What follows belongs to an exercise in optimizing a design on an open flow for small area, a short achievable clock period and few clock cycles per item; a production flow would make more cautious choices.
Only simulation tests tie the RTL to the original design; equivalence was not proved.
No activity file was given, so power comes from the tool's default toggle rates.

File: flow/run.sh
#!/bin/bash
# synth_recipe.tcl (not shown) runs the flow's synth.tcl, then flattens the netlist and writes it again
# the make line also repeats each setting of config.mk as NAME=value (left out here)
make -C /OpenROAD-flow-scripts/flow DESIGN_CONFIG=/design/flow/config.mk WORK_HOME=/design/flow/orfs CLKGATE_MAP_FILE= SYNTH_SCRIPT=/design/flow/synth_recipe.tcl finish
File: flow/config.mk
export PLATFORM = sky130hd
export DESIGN_NAME = hierarchical_bitmap_find_first
export DESIGN_NICKNAME = hierarchical_bitmap_find_first
export VERILOG_FILES = /design/flow/design.v
export SDC_FILE = /design/flow/constraint.sdc
export NUM_CORES = 4
export LEC_CHECK = 0
export CAP_MARGIN = 20
export CORE_MARGIN = 2
export CORE_UTILIZATION = 30
export PLACE_DENSITY = 0.4
export SLEW_MARGIN = 20
export SYNTH_MEMORY_MAX_BITS = 8192
File: flow/constraint.sdc
create_clock -name core_clock -period 10.0 [get_ports {clk}]
set_input_delay 2.0000 -clock core_clock [delete_from_list [all_inputs] [get_ports {clk}]]
set_output_delay 2.0000 -clock core_clock [all_outputs]
set_load 0.01 [all_outputs]
File: flow/design.v
`timescale 1ns / 1ps
`default_nettype none
package hbff_pkg;
  localparam logic [2:0] OP_GET  = 3'd0;
  localparam logic [2:0] OP_SET  = 3'd1;
  localparam logic [2:0] OP_FIND = 3'd2;
  localparam logic [2:0] OP_POP  = 3'd3;
  localparam logic [2:0] OP_FILL = 3'd4;
  function automatic logic [15:0] low16(input logic [15:0] w);
    logic [15:0] r;
    for (int i = 0; i < 16; i++) r[i] = w[i] & ~(|(w & ((16'd1 << i) - 16'd1)));
    low16 = r;
  endfunction
  function automatic logic [3:0] enc16(input logic [15:0] oh);
    logic [3:0] r;
    r = '0;
    for (int i = 0; i < 16; i++) if (oh[i]) r = r | i[3:0];
    enc16 = r;
  endfunction
endpackage
`default_nettype wire
`timescale 1ns / 1ps
`default_nettype none
module hbff_ram (
  input  logic          clk,
  input  logic          clr,        
  input  logic          fill,       
  input  logic          fill_value,
  input  logic          we,         
  input  logic [11:0]   wr_index,
  input  logic          wr_value,
  input  logic [11:0]   rd_index,
  output logic          rd_bit,
  output logic [4095:0] flags
);
  logic [255:0] row_en;
  logic [15:0]  col_en;
  logic         all;
  logic         d;
  assign all = clr | fill;
  assign d   = ~clr & (fill ? fill_value : wr_value);
  always_comb begin
    for (int r = 0; r < 256; r++) row_en[r] = all | (we & (wr_index[11:4] == r[7:0]));
    for (int c = 0; c < 16; c++)  col_en[c] = all | (wr_index[3:0] == c[3:0]);
  end
  always_ff @(posedge clk) begin
    for (int r = 0; r < 256; r++)
      for (int c = 0; c < 16; c++)
        if (row_en[r] & col_en[c]) flags[r*16 + c] <= d;
  end
  assign rd_bit = flags[rd_index];
endmodule
`default_nettype wire
`timescale 1ns / 1ps
`default_nettype none
module hbff_ctrl (
  input  logic        clk,
  input  logic        rst,
  input  logic        req_valid,
  output logic        req_ready,
  input  logic [2:0]  req_op,
  input  logic [11:0] req_index,
  input  logic        req_value,
  output logic        rsp_valid,
  input  logic        rsp_ready,
  output logic        rsp_bit_state,
  output logic [11:0] rsp_first_index,
  output logic        rsp_is_empty,
  output logic        clr,
  output logic        fill,
  output logic        fill_value,
  output logic        we,
  output logic [11:0] wr_index,
  output logic        wr_value,
  output logic [11:0] rd_index,
  input  logic        rd_bit,
  input  logic        f1_valid,
  input  logic [11:0] f1_index,
  input  logic        f2_valid,
  input  logic [11:0] f2_index
);
  logic        s0_v;
  logic [2:0]  s0_op;
  logic [11:0] s0_idx;
  logic        s0_val;
  logic        rst_q;
  logic        f1v_q, f2v_q;
  logic [11:0] f1_q, f2_q;
  logic        l_empty, l_fill1, l_pop, l_set0, l_set1;
  logic [11:0] l_idx;
  logic        first_v;
  logic [11:0] first_i;
  logic        is_get, is_set, is_find, is_pop, is_fill;
  logic [13:0] ex_d;
  logic        q1_v, q2_v;
  logic [13:0] o_d, q1_d, q2_d;
  logic [1:0]  cnt;
  logic [1:0]  cnt_next;
  logic        acc, take, shift;
  always_comb begin
    if (l_empty) begin
      first_v = 1'b0;
      first_i = f1_q;
    end else if (l_fill1) begin
      first_v = 1'b1;
      first_i = '0;
    end else if (l_pop || (l_set0 && f1v_q && l_idx == f1_q)) begin
      first_v = f2v_q;
      first_i = f2_q;
    end else if (l_set1 && (!f1v_q || l_idx < f1_q)) begin
      first_v = 1'b1;
      first_i = l_idx;
    end else begin
      first_v = f1v_q;
      first_i = f1_q;
    end
  end
  assign is_get  = (s0_op == hbff_pkg::OP_GET);
  assign is_set  = (s0_op == hbff_pkg::OP_SET);
  assign is_find = (s0_op == hbff_pkg::OP_FIND);
  assign is_pop  = (s0_op == hbff_pkg::OP_POP);
  assign is_fill = (s0_op == hbff_pkg::OP_FILL);
  assign clr        = rst_q;
  assign fill       = s0_v & is_fill;
  assign fill_value = s0_val;
  assign we         = s0_v & (is_set | (is_pop & first_v));
  assign wr_index   = is_pop ? first_i : s0_idx;
  assign wr_value   = is_set & s0_val;
  assign rd_index   = s0_idx;
  assign ex_d = {is_get & rd_bit,
                 ((is_find | is_pop) & first_v) ? first_i : 12'd0,
                 (is_find | is_pop) & ~first_v};
  always_ff @(posedge clk) begin
    rst_q  <= rst;
    s0_v   <= req_valid & req_ready & ~rst;
    s0_op  <= req_op;
    s0_idx <= req_index;
    s0_val <= req_value;
    f1v_q   <= f1_valid;
    f1_q    <= f1_index;
    f2v_q   <= f2_valid;
    f2_q    <= f2_index;
    l_empty <= rst_q | (s0_v & is_fill & ~s0_val);
    l_fill1 <= s0_v & is_fill & s0_val;
    l_pop   <= s0_v & is_pop;
    l_set0  <= s0_v & is_set & ~s0_val;
    l_set1  <= s0_v & is_set & s0_val;
    l_idx   <= s0_idx;
  end
  assign acc   = req_valid & req_ready;
  assign take  = rsp_valid & rsp_ready;
  assign shift = ~rsp_valid | rsp_ready;
  assign cnt_next = cnt + {1'b0, acc} - {1'b0, take};
  always_ff @(posedge clk) begin
    if (rst) begin
      rsp_valid <= 1'b0;
      q1_v      <= 1'b0;
      q2_v      <= 1'b0;
      cnt       <= 2'd0;
      req_ready <= 1'b1;
    end else begin
      cnt       <= cnt_next;
      req_ready <= (cnt_next != 2'd3);
      if (shift) begin
        if (q1_v) begin
          rsp_valid <= 1'b1;
          o_d       <= q1_d;
          if (q2_v) begin
            q1_v <= 1'b1;
            q1_d <= q2_d;
            q2_v <= s0_v;
            q2_d <= ex_d;
          end else begin
            q1_v <= s0_v;
            q1_d <= ex_d;
          end
        end else begin
          rsp_valid <= s0_v;
          o_d       <= ex_d;
        end
      end else if (!q1_v) begin
        q1_v <= s0_v;
        q1_d <= ex_d;
      end else if (!q2_v) begin
        q2_v <= s0_v;
        q2_d <= ex_d;
      end
    end
  end
  assign {rsp_bit_state, rsp_first_index, rsp_is_empty} = o_d;
endmodule
`default_nettype wire
`timescale 1ns / 1ps
`default_nettype none
module hbff_dp (
  input  logic [4095:0] flags,
  output logic          f1_valid,
  output logic [11:0]   f1_index,
  output logic          f2_valid,
  output logic [11:0]   f2_index
);
  logic [255:0] nz;
  logic [15:0]  gnz;
  logic [15:0]  lw1 [16];
  logic [15:0]  lw2 [16];
  logic [15:0]  lwm [16];
  logic [15:0]  gh1, gh2;
  logic [15:0]  g_has2;
  logic         g1_has2;
  logic [255:0] oh1, oh2;
  logic [15:0]  word1, word2, word1m, b1, b2, b3;
  logic [3:0]   lo1, lo2a, lo2b;
  always_comb begin
    for (int w = 0; w < 256; w++) nz[w] = |flags[w*16 +: 16];
    for (int g = 0; g < 16; g++) begin
      gnz[g]    = |nz[g*16 +: 16];
      lw1[g]    = hbff_pkg::low16(nz[g*16 +: 16]);
      lwm[g]    = nz[g*16 +: 16] & ~lw1[g];
      lw2[g]    = hbff_pkg::low16(lwm[g]);
      g_has2[g] = |lwm[g];
    end
    gh1 = hbff_pkg::low16(gnz);
    gh2 = hbff_pkg::low16(gnz & ~gh1);
    g1_has2 = |(gh1 & g_has2);
    for (int g = 0; g < 16; g++)
      for (int j = 0; j < 16; j++) begin
        oh1[g*16+j] = gh1[g] & lw1[g][j];
        oh2[g*16+j] = (gh1[g] & lw2[g][j]) | (~g1_has2 & gh2[g] & lw1[g][j]);
      end
    word1 = '0;
    word2 = '0;
    for (int w = 0; w < 256; w++) begin
      word1 = word1 | ({16{oh1[w]}} & flags[w*16 +: 16]);
      word2 = word2 | ({16{oh2[w]}} & flags[w*16 +: 16]);
    end
    lo1 = '0;
    lo2a = '0;
    lo2b = '0;
    for (int g = 0; g < 16; g++) begin
      lo1  = lo1  | ({4{gh1[g]}} & hbff_pkg::enc16(lw1[g]));
      lo2a = lo2a | ({4{gh1[g]}} & hbff_pkg::enc16(lw2[g]));
      lo2b = lo2b | ({4{gh2[g]}} & hbff_pkg::enc16(lw1[g]));
    end
    b1     = hbff_pkg::low16(word1);
    word1m = word1 & ~b1;
    b2     = hbff_pkg::low16(word1m);
    b3     = hbff_pkg::low16(word2);
    f1_valid = |gnz;
    f1_index = {hbff_pkg::enc16(gh1), lo1, hbff_pkg::enc16(b1)};
    if (|word1m) begin
      f2_valid = 1'b1;
      f2_index = {hbff_pkg::enc16(gh1), lo1, hbff_pkg::enc16(b2)};
    end else begin
      f2_valid = |word2;
      f2_index = {g1_has2 ? hbff_pkg::enc16(gh1) : hbff_pkg::enc16(gh2),
                  g1_has2 ? lo2a : lo2b, hbff_pkg::enc16(b3)};
    end
  end
endmodule
`default_nettype wire
`timescale 1ns / 1ps
`default_nettype none
module hierarchical_bitmap_find_first (
  input  logic        clk,
  input  logic        rst,
  input  logic        req_valid,
  output logic        req_ready,
  input  logic [2:0]  req_op,
  input  logic [11:0] req_index,
  input  logic        req_value,
  output logic        rsp_valid,
  input  logic        rsp_ready,
  output logic        rsp_bit_state,
  output logic [11:0] rsp_first_index,
  output logic        rsp_is_empty
);
  logic          clr, fill, fill_value, we, wr_value, rd_bit;
  logic [11:0]   wr_index, rd_index;
  logic [4095:0] flags;
  logic          f1_valid, f2_valid;
  logic [11:0]   f1_index, f2_index;
  hbff_ctrl u_ctrl (
    .clk             (clk),
    .rst             (rst),
    .req_valid       (req_valid),
    .req_ready       (req_ready),
    .req_op          (req_op),
    .req_index       (req_index),
    .req_value       (req_value),
    .rsp_valid       (rsp_valid),
    .rsp_ready       (rsp_ready),
    .rsp_bit_state   (rsp_bit_state),
    .rsp_first_index (rsp_first_index),
    .rsp_is_empty    (rsp_is_empty),
    .clr             (clr),
    .fill            (fill),
    .fill_value      (fill_value),
    .we              (we),
    .wr_index        (wr_index),
    .wr_value        (wr_value),
    .rd_index        (rd_index),
    .rd_bit          (rd_bit),
    .f1_valid        (f1_valid),
    .f1_index        (f1_index),
    .f2_valid        (f2_valid),
    .f2_index        (f2_index)
  );
  hbff_ram u_ram (
    .clk        (clk),
    .clr        (clr),
    .fill       (fill),
    .fill_value (fill_value),
    .we         (we),
    .wr_index   (wr_index),
    .wr_value   (wr_value),
    .rd_index   (rd_index),
    .rd_bit     (rd_bit),
    .flags      (flags)
  );
  hbff_dp u_dp (
    .flags    (flags),
    .f1_valid (f1_valid),
    .f1_index (f1_index),
    .f2_valid (f2_valid),
    .f2_index (f2_index)
  );
endmodule
`default_nettype wire
==> impl_metrics.json <==
{
  "cts_hold_buf": 0,
  "error_line": "[ERROR GRT-0116] Global routing finished with congestion. Check the congestion regions in the DRC Viewer.",
  "pre_cts_slack_ns": -0.911,
  "clk_path_buf_depth": 5,
  "start_util_pct": 30.0,
  "stop_stage": "global routing (5_1_grt)",
  "dp_cells": 45000,
  "synth_edf_count": 4138,
  "hpwl_mm": 4310,
  "ys_warn_count": 6,
  "grt_max_degree": 287,
  "syn_area_sq_um": 275000,
  "cts_root_buffer": "clkbuf_16",
  "grt_first_pass_wirelength_mm": 6900,
  "htree_num_levels": 5,
  "std_cell_rows": 352,
  "yosysSeqAreaShare_pct": 45.6,
  "cts.sinks": 4205,
  "cts_buffers": 496,
  "die_w_microns": 962,
  "grt_pass1_vias": 461000,
  "avgSynthCellArea_sq_um": 10.5,
  "status": "aborted with a tool error",
  "grt_usage_pct": 116,
  "die_height_microns": 962,
  "num_io_pins": 36,
  "portBuffers": 35,
  "place.gp.congestion": 2.02,
  "ys_seq_elements": 4205,
  "ys_async_sr_fraction_pct": 0,
  "synth_flop_cell": "edfxtp_1",
  "ys_types": 114,
  "syn-num-nets": 26300,
  "syn_inst": 26200,
  "grt-ovfl-total": 140000
}
## logic make-up after synthesis
family | Yosys count | share of synthesized area, %
AND/OR/NAND/NOR | 11500 | 20.6
adder cells (fa/ha/maj) | 39 | 0.154
AO/OA/AOI/OAI | 6496 | 18.6
multiplexers | 1413 | 11.3
flip-flops | 4205 | 45.6
buffers and inverters | 2475 | 3.45
XOR/XNOR | 75 | 0.238
## power by group through the flow
stage / Sequential [mW] / Combinational [mW] / Clock [mW]
2_1_floorplan: 21.6 / 2.68 / 0
3_3_place_gp: 22.2 / 8.90 / 0
3_5_place_dp: 22.2 / 9.01 / 0
4_1_cts: 21.8 / 9.07 / 19.5
## cells in the mapped netlist, types with 43 or more instances
library cell  number  area share [%]
clkbuf_1        2061             2.8
a22o_1           567             1.8
nand3_1          687             1.2
dfxtp_1           67            0.49
or4_1             82            0.22
and3_1           392            0.89
and2_1           173            0.39
a21o_1           103            0.28
buf_1            211            0.29
and4_1           406             1.3
a32oi_1          297            0.94
a41o_1            44            0.16
o21ai_0          409            0.74
a221oi_1         602             1.9
a22oi_1         1353             3.7
o21a_1            43            0.12
nor3_1           548             1.0
inv_1             86            0.12
o22ai_1           83            0.19
or3_1             55            0.12
a211oi_1         108            0.29
or2_2             51            0.12
a21oi_1          792             1.4
mux4_2          1365              11
a31oi_1          114            0.26
nand2_1         1468             2.0
nor4_1          1445             3.3
o2111ai_1         87            0.28
a31o_2            47            0.15
xnor2_1           70            0.22
nand4_1         1024             2.3
o211ai_1          93            0.25
nor2_1          4912             6.7
a222oi_1         722             2.6
a32o_1           197            0.72
a221o_1          208            0.76
buf_2             99            0.18
edfxtp_1        4138              45
a2111oi_0        173            0.55
o2bb2ai_1         68            0.22
## through the flow
| step | cell area, sq um | hold WS [ns] | power, mW | utilization [%] |
|---|---|---|---|---|
| after floorplan | 276000 | 0.329 | 24.2 | - |
| after global placement | 369000 | 0.482 | 31.1 | 40.2 |
| after detailed placement | 371000 | 0.485 | 31.2 | 40.4 |
| after CTS | 388000 | 0.493 | 50.4 | 42.3 |
## how the worst min path moves through the flow
stage | startpoint | endpoint | slack (ns) | cells past startpoint
after CTS | u_ctrl.s0_idx[11]$_DFF_P_ | u_ctrl.l_idx[11]$_DFF_P_ | 0.49 | 0
after detailed placement | u_ctrl.s0_idx[10]$_DFF_P_ | u_ctrl.l_idx[10]$_DFF_P_ | 0.49 | 0
after global placement | u_ctrl.s0_idx[11]$_DFF_P_ | u_ctrl.l_idx[11]$_DFF_P_ | 0.48 | 0
after floorplan | u_ctrl.s0_idx[0]$_DFF_P_ | u_ctrl.l_idx[0]$_DFF_P_ | 0.33 | 0
## what timing repair did
action,CTS
setup buffers,36
endpoints found under the setup margin,13
gates resized for setup,15
pin swaps,12
## per-layer routing
| metal | GRT overflow | GRT usage, % |
|---|---|---|
| met1 | 38500 | 113 |
| met2 | 65800 | 132 |
| met3 | 19800 | 107 |
| met5 | 1948 | 97.5 |
| met4 | 13600 | 108 |
Testbench counts, summed over its fixed seeds: cycles 24,016, items 24,000.
